What follows belongs to an exercise in optimizing a design on an open flow for small area, a short achievable clock period and few clock cycles per item; a production flow would make more cautious choices.
RTL that was checked went through simulation tests only; none was proved equivalent to the original.
Power is estimated from default activity; no workload was simulated.

==> v17 <==
## sorted_unique_list_engine
module sorted_unique_list_engine #(
  parameter int CAPACITY = sule_pkg::DEFAULT_CAPACITY
) (
  input  wire logic                               clk,
  input  wire logic                               rst,
  input  wire logic                               req_valid,
  output logic                                    req_stall,
  input  wire logic [sule_pkg::REQ_W-1:0]         req_type,
  input  wire logic signed [sule_pkg::DATA_W-1:0] value,
  output logic                                    rsp_valid,
  input  wire logic                               rsp_stall,
  output logic [sule_pkg::STAT_W-1:0]             status,
  output logic [sule_pkg::OUT_W-1:0]              position,
  output logic [sule_pkg::OUT_W-1:0]              count
);
==> module sule_dp, before the edit <==
module sule_dp #(
  parameter int CAPACITY = sule_pkg::DEFAULT_CAPACITY
) (
  input  wire logic                               clk,
  input  wire logic                               rst,
  input  wire logic signed [sule_pkg::DATA_W-1:0] val,    
  input  wire logic                               ins,    
  input  wire logic                               rem,    
  output logic [CAPACITY-1:0]                     lt,     
  output logic                                    hit,    
  output logic                                    full    
);
  localparam int AW = $clog2(CAPACITY);
  logic signed [sule_pkg::DATA_W-1:0] ent [CAPACITY];
  logic [CAPACITY-1:0]                vld;
  logic [CAPACITY-1:0]                vld_eff;
  logic [CAPACITY-1:0]                eq;
  logic [CAPACITY-1:0]                all_below;
  logic [CAPACITY-1:0]                free1;
  logic [AW-1:0]                      free_idx;
  logic [AW-1:0]                      hit_idx;
  logic [AW-1:0]                      kill_idx;   
  logic                               kill;       
  always_comb begin
    for (int i = 0; i < CAPACITY; i++) begin
      vld_eff[i] = vld[i] & ~(kill & (kill_idx == AW'(i)));
    end
    full = &vld_eff;
  end
  always_comb begin
    for (int i = 0; i < CAPACITY; i++) begin
      eq[i] = vld_eff[i] & (ent[i] == val);
      lt[i] = vld_eff[i] & (ent[i] < val);
    end
    hit = |eq;
    hit_idx = '0;
    for (int i = 0; i < CAPACITY; i++) begin
      hit_idx = hit_idx | ({AW{eq[i]}} & AW'(i));
    end
  end
  always_comb begin
    all_below[0] = 1'b1;
    for (int i = 1; i < CAPACITY; i++) begin
      all_below[i] = all_below[i-1] & vld_eff[i-1];
    end
    free1 = ~vld_eff & all_below;
    free_idx = '0;
    for (int i = 0; i < CAPACITY; i++) begin
      free_idx = free_idx | ({AW{free1[i]}} & AW'(i));
    end
  end
  always_ff @(posedge clk) begin
    for (int i = 0; i < CAPACITY; i++) begin
      if (!vld_eff[i]) begin
        ent[i] <= val;
      end
    end
  end
  always_ff @(posedge clk) begin
    kill_idx <= ins ? free_idx : hit_idx;
    if (rst) begin
      vld  <= '0;
      kill <= 1'b0;
    end else begin
      vld  <= vld_eff | ({CAPACITY{ins}} & free1);
      kill <= hit & ((ins & ~full) | rem);
    end
  end
endmodule
==> module sule_ctrl, before the edit <==
module sule_ctrl #(
  parameter int CAPACITY = sule_pkg::DEFAULT_CAPACITY
) (
  input  wire logic                               clk,
  input  wire logic                               rst,
  input  wire logic                               req_valid,
  output logic                                    req_stall,
  input  wire logic [sule_pkg::REQ_W-1:0]         req_type,
  input  wire logic signed [sule_pkg::DATA_W-1:0] value,
  output logic                                    rsp_valid,
  input  wire logic                               rsp_stall,
  output logic [sule_pkg::STAT_W-1:0]             status,
  output logic [sule_pkg::OUT_W-1:0]              position,
  output logic [sule_pkg::OUT_W-1:0]              count,
  output logic signed [sule_pkg::DATA_W-1:0]      val,
  output logic                                    ins,
  output logic                                    rem,
  input  wire logic [CAPACITY-1:0]                lt,
  input  wire logic                               hit,
  input  wire logic                               full
);
  localparam int CW    = $clog2(CAPACITY + 1);
  localparam int NG    = CAPACITY / 8;    
  localparam int DEPTH = 5;               
  localparam int RW    = sule_pkg::STAT_W + 2 * sule_pkg::OUT_W;
  logic                       s0_v;
  logic [sule_pkg::REQ_W-1:0] s0_type;
  logic                       accept;
  assign accept = req_valid & ~req_stall;
  always_ff @(posedge clk) begin
    val     <= value;
    s0_type <= req_type;
    if (rst) begin
      s0_v <= 1'b0;
    end else begin
      s0_v <= accept;
    end
  end
  assign ins = s0_v & (s0_type == sule_pkg::REQ_INSERT);
  assign rem = s0_v & (s0_type == sule_pkg::REQ_REMOVE);
  logic                s1_v;
  logic                s1_ins, s1_rem;
  logic                s1_hit, s1_full;
  logic [CAPACITY-1:0] s1_lt;
  always_ff @(posedge clk) begin
    s1_ins  <= (s0_type == sule_pkg::REQ_INSERT);
    s1_rem  <= (s0_type == sule_pkg::REQ_REMOVE);
    s1_hit  <= hit;
    s1_full <= full;
    s1_lt   <= lt;
    if (rst) begin
      s1_v <= 1'b0;
    end else begin
      s1_v <= s0_v;
    end
  end
  logic [CW-1:0]               n_ent;    
  logic [CW-1:0]               n_next;
  logic                        ins_ok, rem_ok;
  logic [sule_pkg::STAT_W-1:0] st2;
  logic [3:0]                  pc2 [NG];
  assign ins_ok = s1_v & s1_ins & ~s1_hit & ~s1_full;
  assign rem_ok = s1_v & s1_rem & s1_hit;
  always_comb begin
    if (s1_ins) begin
      st2 = s1_hit  ? sule_pkg::ST_PRESENT :
            s1_full ? sule_pkg::ST_FULL    : sule_pkg::ST_DONE;
    end else begin
      st2 = s1_hit ? sule_pkg::ST_DONE : sule_pkg::ST_ABSENT;
    end
    n_next = n_ent;
    if (ins_ok) begin
      n_next = n_ent + CW'(1);
    end else if (rem_ok) begin
      n_next = n_ent - CW'(1);
    end
    for (int g = 0; g < NG; g++) begin
      pc2[g] = (4'(s1_lt[8*g])   + 4'(s1_lt[8*g+1]) + 4'(s1_lt[8*g+2])) +
               (4'(s1_lt[8*g+3]) + 4'(s1_lt[8*g+4]) + 4'(s1_lt[8*g+5])) +
               (4'(s1_lt[8*g+6]) + 4'(s1_lt[8*g+7]));
    end
  end
  always_ff @(posedge clk) begin
    if (rst) begin
      n_ent <= '0;
    end else begin
      n_ent <= n_next;
    end
  end
  logic                        s2_v;
  logic [sule_pkg::STAT_W-1:0] s2_st;
  logic [sule_pkg::OUT_W-1:0]  s2_cnt;
  logic [3:0]                  s2_pc [NG];
  always_ff @(posedge clk) begin
    s2_st  <= st2;
    s2_cnt <= sule_pkg::OUT_W'(n_next);
    for (int g = 0; g < NG; g++) begin
      s2_pc[g] <= pc2[g];
    end
    if (rst) begin
      s2_v <= 1'b0;
    end else begin
      s2_v <= s1_v;
    end
  end
  logic [5:0] pos3;
  always_comb begin
    pos3 = '0;
    for (int g = 0; g < NG; g++) begin
      pos3 = pos3 + 6'(s2_pc[g]);
    end
  end
  logic [RW-1:0]    q_d [DEPTH];
  logic [DEPTH-1:0] q_v;
  logic [RW-1:0]    push_d;
  logic             pop;
  logic [RW-1:0]    src_d [DEPTH];
  logic [DEPTH-1:0] src_v;
  logic [DEPTH-1:0] put;
  assign push_d = {s2_st, pos3, s2_cnt};
  assign pop    = q_v[0] & ~rsp_stall;
  always_comb begin
    for (int j = 0; j < DEPTH; j++) begin
      if (pop) begin
        src_v[j] = (j + 1 < DEPTH) ? q_v[(j+1)%DEPTH] : 1'b0;
        src_d[j] = q_d[(j+1)%DEPTH];
      end else begin
        src_v[j] = q_v[j];
        src_d[j] = q_d[j];
      end
    end
    for (int j = 0; j < DEPTH; j++) begin
      put[j] = s2_v & ~src_v[j] & ((j == 0) ? 1'b1 : src_v[(j+DEPTH-1)%DEPTH]);
    end
  end
  always_ff @(posedge clk) begin
    for (int j = 1; j < DEPTH; j++) begin
      q_d[j] <= put[j] ? push_d : src_d[j];
    end
    if (rst) begin
      q_d[0] <= '0;
      q_v    <= '0;
    end else begin
      q_d[0] <= put[0] ? push_d : src_d[0];
      q_v    <= src_v | put;
    end
  end
  assign rsp_valid = q_v[0];
  assign {status, position, count} = q_d[0];
  logic [DEPTH-1:0] inwork;
  logic             up, down;
  assign up        = accept & ~pop;
  assign down      = pop & ~accept;
  assign req_stall = inwork[DEPTH-1];
  always_ff @(posedge clk) begin
    if (rst) begin
      inwork <= '0;
    end else if (up) begin
      inwork <= {inwork[DEPTH-2:0], 1'b1};
    end else if (down) begin
      inwork <= {1'b0, inwork[DEPTH-1:1]};
    end
  end
endmodule
clock: 8.0 ns
lec_check: 0
abc_area: 1
cap_margin: 20
core_margin: 2
core_utilization: 70
cts_buf_list: sky130_fd_sc_hd__clkbuf_4 sky130_fd_sc_hd__clkbuf_8
setup_slack_margin: 5.0
slew_margin: 20
run.sh (not shown) runs the stock make flow with config.mk's settings and CLKGATE_MAP_FILE= SYNTH_SCRIPT=/design/flow/synth_recipe.tcl, a recipe that flattens the netlist after the stock synthesis.
==> v28 (differences from v17) <==
--- a/flow/design.v
+++ b/flow/design.v
@@ -33,17 +33,16 @@
   output logic [sule_pkg::OUT_W-1:0]              count,
   output logic signed [sule_pkg::DATA_W-1:0]      val,
   output logic                                    ins,
   output logic                                    rem,
   input  wire logic [CAPACITY-1:0]                lt,
-  input  wire logic                               hit,
+  input  wire logic                               hit,    
   input  wire logic                               full
 );
-  localparam int CW    = $clog2(CAPACITY + 1);
   localparam int NG    = CAPACITY / 8;    
   localparam int DEPTH = 5;               
-  localparam int RW    = sule_pkg::STAT_W + 2 * sule_pkg::OUT_W;
+  localparam int RW    = sule_pkg::STAT_W + sule_pkg::OUT_W + 2;
   logic                       s0_v;
   logic [sule_pkg::REQ_W-1:0] s0_type;
   logic                       accept;
   assign accept = req_valid & ~req_stall;
   always_ff @(posedge clk) begin
@@ -59,24 +58,22 @@
   assign rem = s0_v & (s0_type == sule_pkg::REQ_REMOVE);
   logic                s1_v;
   logic                s1_ins, s1_rem;
   logic                s1_hit, s1_full;
   logic [CAPACITY-1:0] s1_lt;
+  assign s1_hit = hit;    
   always_ff @(posedge clk) begin
     s1_ins  <= (s0_type == sule_pkg::REQ_INSERT);
     s1_rem  <= (s0_type == sule_pkg::REQ_REMOVE);
-    s1_hit  <= hit;
     s1_full <= full;
     s1_lt   <= lt;
     if (rst) begin
       s1_v <= 1'b0;
     end else begin
       s1_v <= s0_v;
     end
   end
-  logic [CW-1:0]               n_ent;    
-  logic [CW-1:0]               n_next;
   logic                        ins_ok, rem_ok;
   logic [sule_pkg::STAT_W-1:0] st2;
   logic [3:0]                  pc2 [NG];
   assign ins_ok = s1_v & s1_ins & ~s1_hit & ~s1_full;
   assign rem_ok = s1_v & s1_rem & s1_hit;
@@ -85,36 +82,23 @@
       st2 = s1_hit  ? sule_pkg::ST_PRESENT :
             s1_full ? sule_pkg::ST_FULL    : sule_pkg::ST_DONE;
     end else begin
       st2 = s1_hit ? sule_pkg::ST_DONE : sule_pkg::ST_ABSENT;
     end
-    n_next = n_ent;
-    if (ins_ok) begin
-      n_next = n_ent + CW'(1);
-    end else if (rem_ok) begin
-      n_next = n_ent - CW'(1);
-    end
     for (int g = 0; g < NG; g++) begin
       pc2[g] = (4'(s1_lt[8*g])   + 4'(s1_lt[8*g+1]) + 4'(s1_lt[8*g+2])) +
                (4'(s1_lt[8*g+3]) + 4'(s1_lt[8*g+4]) + 4'(s1_lt[8*g+5])) +
                (4'(s1_lt[8*g+6]) + 4'(s1_lt[8*g+7]));
     end
   end
-  always_ff @(posedge clk) begin
-    if (rst) begin
-      n_ent <= '0;
-    end else begin
-      n_ent <= n_next;
-    end
-  end
   logic                        s2_v;
   logic [sule_pkg::STAT_W-1:0] s2_st;
-  logic [sule_pkg::OUT_W-1:0]  s2_cnt;
+  logic [1:0]                  s2_dc;    
   logic [3:0]                  s2_pc [NG];
   always_ff @(posedge clk) begin
     s2_st  <= st2;
-    s2_cnt <= sule_pkg::OUT_W'(n_next);
+    s2_dc  <= {ins_ok, rem_ok};
     for (int g = 0; g < NG; g++) begin
       s2_pc[g] <= pc2[g];
     end
     if (rst) begin
       s2_v <= 1'b0;
@@ -134,11 +118,11 @@
   logic [RW-1:0]    push_d;
   logic             pop;
   logic [RW-1:0]    src_d [DEPTH];
   logic [DEPTH-1:0] src_v;
   logic [DEPTH-1:0] put;
-  assign push_d = {s2_st, pos3, s2_cnt};
+  assign push_d = {s2_st, pos3, s2_dc};
   assign pop    = q_v[0] & ~rsp_stall;
   always_comb begin
     for (int j = 0; j < DEPTH; j++) begin
       if (pop) begin
         src_v[j] = (j + 1 < DEPTH) ? q_v[(j+1)%DEPTH] : 1'b0;
@@ -150,24 +134,45 @@
     end
     for (int j = 0; j < DEPTH; j++) begin
       put[j] = s2_v & ~src_v[j] & ((j == 0) ? 1'b1 : src_v[(j+DEPTH-1)%DEPTH]);
     end
   end
+  logic [RW-1:0]              head_d;
+  logic [sule_pkg::OUT_W-1:0] cnt_q;
+  logic [sule_pkg::OUT_W-1:0] cnt_inc, cnt_dec, cnt_push, cnt_next, cnt_next2;
+  assign head_d = put[0] ? push_d : src_d[0];
+  always_comb begin
+    cnt_inc   = cnt_q + sule_pkg::OUT_W'(1);
+    cnt_dec   = cnt_q - sule_pkg::OUT_W'(1);
+    cnt_push  = push_d[1] ? cnt_inc : push_d[0] ? cnt_dec : cnt_q;
+    cnt_next2 = q_d[(1)%DEPTH][1] ? cnt_inc : q_d[(1)%DEPTH][0] ? cnt_dec : cnt_q;
+    if (put[0]) begin
+      cnt_next = cnt_push;
+    end else if (pop & q_v[(1)%DEPTH]) begin
+      cnt_next = cnt_next2;
+    end else begin
+      cnt_next = cnt_q;
+    end
+  end
   always_ff @(posedge clk) begin
     for (int j = 1; j < DEPTH; j++) begin
       q_d[j] <= put[j] ? push_d : src_d[j];
     end
     if (rst) begin
       q_d[0] <= '0;
       q_v    <= '0;
+      cnt_q  <= '0;
     end else begin
-      q_d[0] <= put[0] ? push_d : src_d[0];
+      q_d[0] <= head_d;
       q_v    <= src_v | put;
+      cnt_q  <= cnt_next;
     end
   end
   assign rsp_valid = q_v[0];
-  assign {status, position, count} = q_d[0];
+  assign status    = q_d[0][RW-1 -: sule_pkg::STAT_W];
+  assign position  = q_d[0][2 +: sule_pkg::OUT_W];
+  assign count     = cnt_q;
   logic [DEPTH-1:0] inwork;
   logic             up, down;
   assign up        = accept & ~pop;
   assign down      = pop & ~accept;
   assign req_stall = inwork[DEPTH-1];
@@ -195,63 +200,76 @@
   output logic [CAPACITY-1:0]                     lt,     
   output logic                                    hit,    
   output logic                                    full    
 );
   localparam int AW = $clog2(CAPACITY);
-  logic signed [sule_pkg::DATA_W-1:0] ent [CAPACITY];
+  localparam logic [sule_pkg::DATA_W-1:0] STORE_FLIP = {1'b0, {(sule_pkg::DATA_W-1){1'b1}}};
+  localparam logic [sule_pkg::DATA_W-1:0] QUERY_FLIP = {1'b1, {(sule_pkg::DATA_W-1){1'b0}}};
+  logic [sule_pkg::DATA_W-1:0] ent [CAPACITY];
+  logic [sule_pkg::DATA_W-1:0] qry;
   logic [CAPACITY-1:0]                vld;
   logic [CAPACITY-1:0]                vld_eff;
   logic [CAPACITY-1:0]                eq;
   logic [CAPACITY-1:0]                all_below;
   logic [CAPACITY-1:0]                free1;
-  logic [AW-1:0]                      free_idx;
-  logic [AW-1:0]                      hit_idx;
-  logic [AW-1:0]                      kill_idx;   
-  logic                               kill;       
+  localparam int NHP = CAPACITY / 4;
+  logic [CAPACITY-1:0]                kill_oh;   
+  logic                               kill_rq;   
+  logic [NHP-1:0]                     hit_part;  
+  logic                               kill;
   always_comb begin
+    hit  = |hit_part;
+    kill = kill_rq & hit;
     for (int i = 0; i < CAPACITY; i++) begin
-      vld_eff[i] = vld[i] & ~(kill & (kill_idx == AW'(i)));
+      vld_eff[i] = vld[i] & ~(kill & kill_oh[i]);
     end
     full = &vld_eff;
   end
-  always_comb begin
-    for (int i = 0; i < CAPACITY; i++) begin
-      eq[i] = vld_eff[i] & (ent[i] == val);
-      lt[i] = vld_eff[i] & (ent[i] < val);
+  function automatic logic [1:0] cmp_lt_eq(input logic [sule_pkg::DATA_W-1:0] st,
+                                           input logic [sule_pkg::DATA_W-1:0] qy);
+    logic [sule_pkg::DATA_W-1:0] l, q;
+    l = st & qy;
+    q = st ^ qy;
+    for (int w = sule_pkg::DATA_W / 2; w >= 1; w = w / 2) begin
+      for (int j = 0; j < w; j++) begin
+        l[j] = l[2*j+1] | (q[2*j+1] & l[2*j]);
+        q[j] = q[2*j+1] & q[2*j];
+      end
     end
-    hit = |eq;
-    hit_idx = '0;
+    cmp_lt_eq = {l[0], q[0]};
+  endfunction
+  assign qry = val ^ QUERY_FLIP;
+  always_comb begin
     for (int i = 0; i < CAPACITY; i++) begin
-      hit_idx = hit_idx | ({AW{eq[i]}} & AW'(i));
+      {lt[i], eq[i]} = cmp_lt_eq(ent[i], qry) & {2{vld_eff[i]}};
     end
   end
   always_comb begin
     all_below[0] = 1'b1;
     for (int i = 1; i < CAPACITY; i++) begin
       all_below[i] = all_below[i-1] & vld_eff[i-1];
     end
     free1 = ~vld_eff & all_below;
-    free_idx = '0;
-    for (int i = 0; i < CAPACITY; i++) begin
-      free_idx = free_idx | ({AW{free1[i]}} & AW'(i));
-    end
   end
   always_ff @(posedge clk) begin
     for (int i = 0; i < CAPACITY; i++) begin
       if (!vld_eff[i]) begin
-        ent[i] <= val;
+        ent[i] <= val ^ STORE_FLIP;
       end
     end
   end
   always_ff @(posedge clk) begin
-    kill_idx <= ins ? free_idx : hit_idx;
+    kill_oh <= rem ? eq : free1;
+    for (int k = 0; k < NHP; k++) begin
+      hit_part[k] <= |eq[4*k +: 4];
+    end
     if (rst) begin
-      vld  <= '0;
-      kill <= 1'b0;
+      vld     <= '0;
+      kill_rq <= 1'b0;
     end else begin
-      vld  <= vld_eff | ({CAPACITY{ins}} & free1);
-      kill <= hit & ((ins & ~full) | rem);
+      vld     <= vld_eff | ({CAPACITY{ins}} & free1);
+      kill_rq <= ins | rem;
     end
   end
 endmodule
 `default_nettype wire
 `timescale 1ns / 1ps
- CORE_UTILIZATION: 70 -> 60
- CTS_BUF_LIST: sky130_fd_sc_hd__clkbuf_4 sky130_fd_sc_hd__clkbuf_8 -> not set
- CTS_CLUSTER_DIAMETER: not set -> 70
- CTS_CLUSTER_SIZE: not set -> 30
==> v7 (differences from v17) <==
--- a/flow/design.v
+++ b/flow/design.v
@@ -235,11 +235,11 @@
       free_idx = free_idx | ({AW{free1[i]}} & AW'(i));
     end
   end
   always_ff @(posedge clk) begin
     for (int i = 0; i < CAPACITY; i++) begin
-      if (!vld_eff[i]) begin
+      if (free1[i]) begin
         ent[i] <= val;
       end
     end
   end
   always_ff @(posedge clk) begin
- CORE_UTILIZATION: 70 -> 60
- CTS_BUF_LIST: sky130_fd_sc_hd__clkbuf_4 sky130_fd_sc_hd__clkbuf_8 -> not set
==> v23 (differences from v17) <==
--- a/flow/design.v
+++ b/flow/design.v
@@ -36,14 +36,13 @@
   output logic                                    rem,
   input  wire logic [CAPACITY-1:0]                lt,
   input  wire logic                               hit,
   input  wire logic                               full
 );
-  localparam int CW    = $clog2(CAPACITY + 1);
   localparam int NG    = CAPACITY / 8;    
   localparam int DEPTH = 5;               
-  localparam int RW    = sule_pkg::STAT_W + 2 * sule_pkg::OUT_W;
+  localparam int RW    = sule_pkg::STAT_W + sule_pkg::OUT_W + 2;
   logic                       s0_v;
   logic [sule_pkg::REQ_W-1:0] s0_type;
   logic                       accept;
   assign accept = req_valid & ~req_stall;
   always_ff @(posedge clk) begin
@@ -71,12 +70,10 @@
       s1_v <= 1'b0;
     end else begin
       s1_v <= s0_v;
     end
   end
-  logic [CW-1:0]               n_ent;    
-  logic [CW-1:0]               n_next;
   logic                        ins_ok, rem_ok;
   logic [sule_pkg::STAT_W-1:0] st2;
   logic [3:0]                  pc2 [NG];
   assign ins_ok = s1_v & s1_ins & ~s1_hit & ~s1_full;
   assign rem_ok = s1_v & s1_rem & s1_hit;
@@ -85,36 +82,23 @@
       st2 = s1_hit  ? sule_pkg::ST_PRESENT :
             s1_full ? sule_pkg::ST_FULL    : sule_pkg::ST_DONE;
     end else begin
       st2 = s1_hit ? sule_pkg::ST_DONE : sule_pkg::ST_ABSENT;
     end
-    n_next = n_ent;
-    if (ins_ok) begin
-      n_next = n_ent + CW'(1);
-    end else if (rem_ok) begin
-      n_next = n_ent - CW'(1);
-    end
     for (int g = 0; g < NG; g++) begin
       pc2[g] = (4'(s1_lt[8*g])   + 4'(s1_lt[8*g+1]) + 4'(s1_lt[8*g+2])) +
                (4'(s1_lt[8*g+3]) + 4'(s1_lt[8*g+4]) + 4'(s1_lt[8*g+5])) +
                (4'(s1_lt[8*g+6]) + 4'(s1_lt[8*g+7]));
     end
   end
-  always_ff @(posedge clk) begin
-    if (rst) begin
-      n_ent <= '0;
-    end else begin
-      n_ent <= n_next;
-    end
-  end
   logic                        s2_v;
   logic [sule_pkg::STAT_W-1:0] s2_st;
-  logic [sule_pkg::OUT_W-1:0]  s2_cnt;
+  logic [1:0]                  s2_dc;    
   logic [3:0]                  s2_pc [NG];
   always_ff @(posedge clk) begin
     s2_st  <= st2;
-    s2_cnt <= sule_pkg::OUT_W'(n_next);
+    s2_dc  <= {ins_ok, rem_ok};
     for (int g = 0; g < NG; g++) begin
       s2_pc[g] <= pc2[g];
     end
     if (rst) begin
       s2_v <= 1'b0;
@@ -134,11 +118,11 @@
   logic [RW-1:0]    push_d;
   logic             pop;
   logic [RW-1:0]    src_d [DEPTH];
   logic [DEPTH-1:0] src_v;
   logic [DEPTH-1:0] put;
-  assign push_d = {s2_st, pos3, s2_cnt};
+  assign push_d = {s2_st, pos3, s2_dc};
   assign pop    = q_v[0] & ~rsp_stall;
   always_comb begin
     for (int j = 0; j < DEPTH; j++) begin
       if (pop) begin
         src_v[j] = (j + 1 < DEPTH) ? q_v[(j+1)%DEPTH] : 1'b0;
@@ -150,24 +134,35 @@
     end
     for (int j = 0; j < DEPTH; j++) begin
       put[j] = s2_v & ~src_v[j] & ((j == 0) ? 1'b1 : src_v[(j+DEPTH-1)%DEPTH]);
     end
   end
+  logic [RW-1:0]              head_d;
+  logic                       head_new;
+  logic [sule_pkg::OUT_W-1:0] cnt_q;
+  assign head_d   = put[0] ? push_d : src_d[0];
+  assign head_new = put[0] | (pop & q_v[(1)%DEPTH]);
   always_ff @(posedge clk) begin
     for (int j = 1; j < DEPTH; j++) begin
       q_d[j] <= put[j] ? push_d : src_d[j];
     end
     if (rst) begin
       q_d[0] <= '0;
       q_v    <= '0;
+      cnt_q  <= '0;
     end else begin
-      q_d[0] <= put[0] ? push_d : src_d[0];
+      q_d[0] <= head_d;
       q_v    <= src_v | put;
+      if (head_new) begin
+        cnt_q <= cnt_q + sule_pkg::OUT_W'(head_d[1]) - sule_pkg::OUT_W'(head_d[0]);
+      end
     end
   end
   assign rsp_valid = q_v[0];
-  assign {status, position, count} = q_d[0];
+  assign status    = q_d[0][RW-1 -: sule_pkg::STAT_W];
+  assign position  = q_d[0][2 +: sule_pkg::OUT_W];
+  assign count     = cnt_q;
   logic [DEPTH-1:0] inwork;
   logic             up, down;
   assign up        = accept & ~pop;
   assign down      = pop & ~accept;
   assign req_stall = inwork[DEPTH-1];
- CAP_MARGIN: 20 -> 5
- CORE_UTILIZATION: 70 -> 60
- CTS_BUF_LIST: sky130_fd_sc_hd__clkbuf_4 sky130_fd_sc_hd__clkbuf_8 -> not set
- CTS_CLUSTER_DIAMETER: not set -> 100
- CTS_CLUSTER_SIZE: not set -> 30
- SLEW_MARGIN: 20 -> 5
==> summary of the runs <==
Between v7 and v17, the lower design area is in v17 (gap about 2.6%, measured against v17). The highest maximum frequency belongs to v28, the lowest to v17. Die area, highest first: v7, v23, v28, v17. Synthesized cell count: v17 is higher than v7 (about 1.1%). Global-route usage, lowest first: v23, v28, v7, v17. Sequential power: v28 > v17 > v23 > v7.
==> figures <==
	v17	v7	v23	v28
Synth Area in Compound Gates	8.59%	8.80%	8.60%	8.78%
Worst slew pin tran	1.10 ns	1.10 ns	1.22 ns	1.11 ns
Setup bufs post-CTS	44	78	20	13
Combinational Power	0.00162 W	0.00114 W	0.00163 W	0.00148 W
Count of flip-flops with a built-in enable after synthesis	1,080	1,080	1,064	1,064
Status	finished clean	finished clean	finished clean	finished clean
Highest metal layer with signal wires	met5	met4	met4	met4
Total power per unit cell area	204 nW/um^2	191 nW/um^2	176 nW/um^2	196 nW/um^2
Distinct cells, synth	54	66	56	57
Initial cell density of the core	70.9%	60.7%	60.3%	60.7%
Power drawn by the sequential cells	0.00745 W	0.00711 W	0.00731 W	0.00750 W
Max Freq	315 MHz	326 MHz	326 MHz	333 MHz
Multi-input combinational area share	37.0%	36.2%	38.6%	37.6%
Testbench counts of v23, summed over its fixed seeds: cycles 4,032, items 4,000.
For v17, v28 and v7, only the layout was checked, not whether the RTL still works.

-- port drivers added, routing unchanged --
In the flow no input, the clock included, has a driving cell. The finished layouts below were timed again as built, in two steps.
Step 1: set_driving_cell puts a clkbuf_16 on clk and a buf_2 on each other input, an assumption about the parent block.
Step 2 moves the port delays by t, midway between the first and last clock arrival at a register: inputs arrive t later, outputs are due t later. That takes back most of the time a late clock gives input paths.
Three values: ideal ports, drivers, drivers and shift; two values: the first two.
| run | t, ns | setup slack, ns | clock arrival spread, ns |
|---|---|---|---|
| v17 | 0.952 | 4.823 / 4.823 / 4.332 | 0.039 / 0.038 |
| v28 | 0.748 | 4.994 / 4.971 / 4.613 | 0.042 / 0.042 |
| v7 | 0.820 | 4.932 / 4.932 / 4.273 | 0.026 / 0.025 |
| v23 | 0.774 | 4.934 / 4.934 / 4.252 | 0.034 / 0.033 |
After both steps setup and hold are still met in every run listed. The setup slack of v23, which loses most, moves by 0.000 ns with the drivers and by -0.682 ns with both steps.
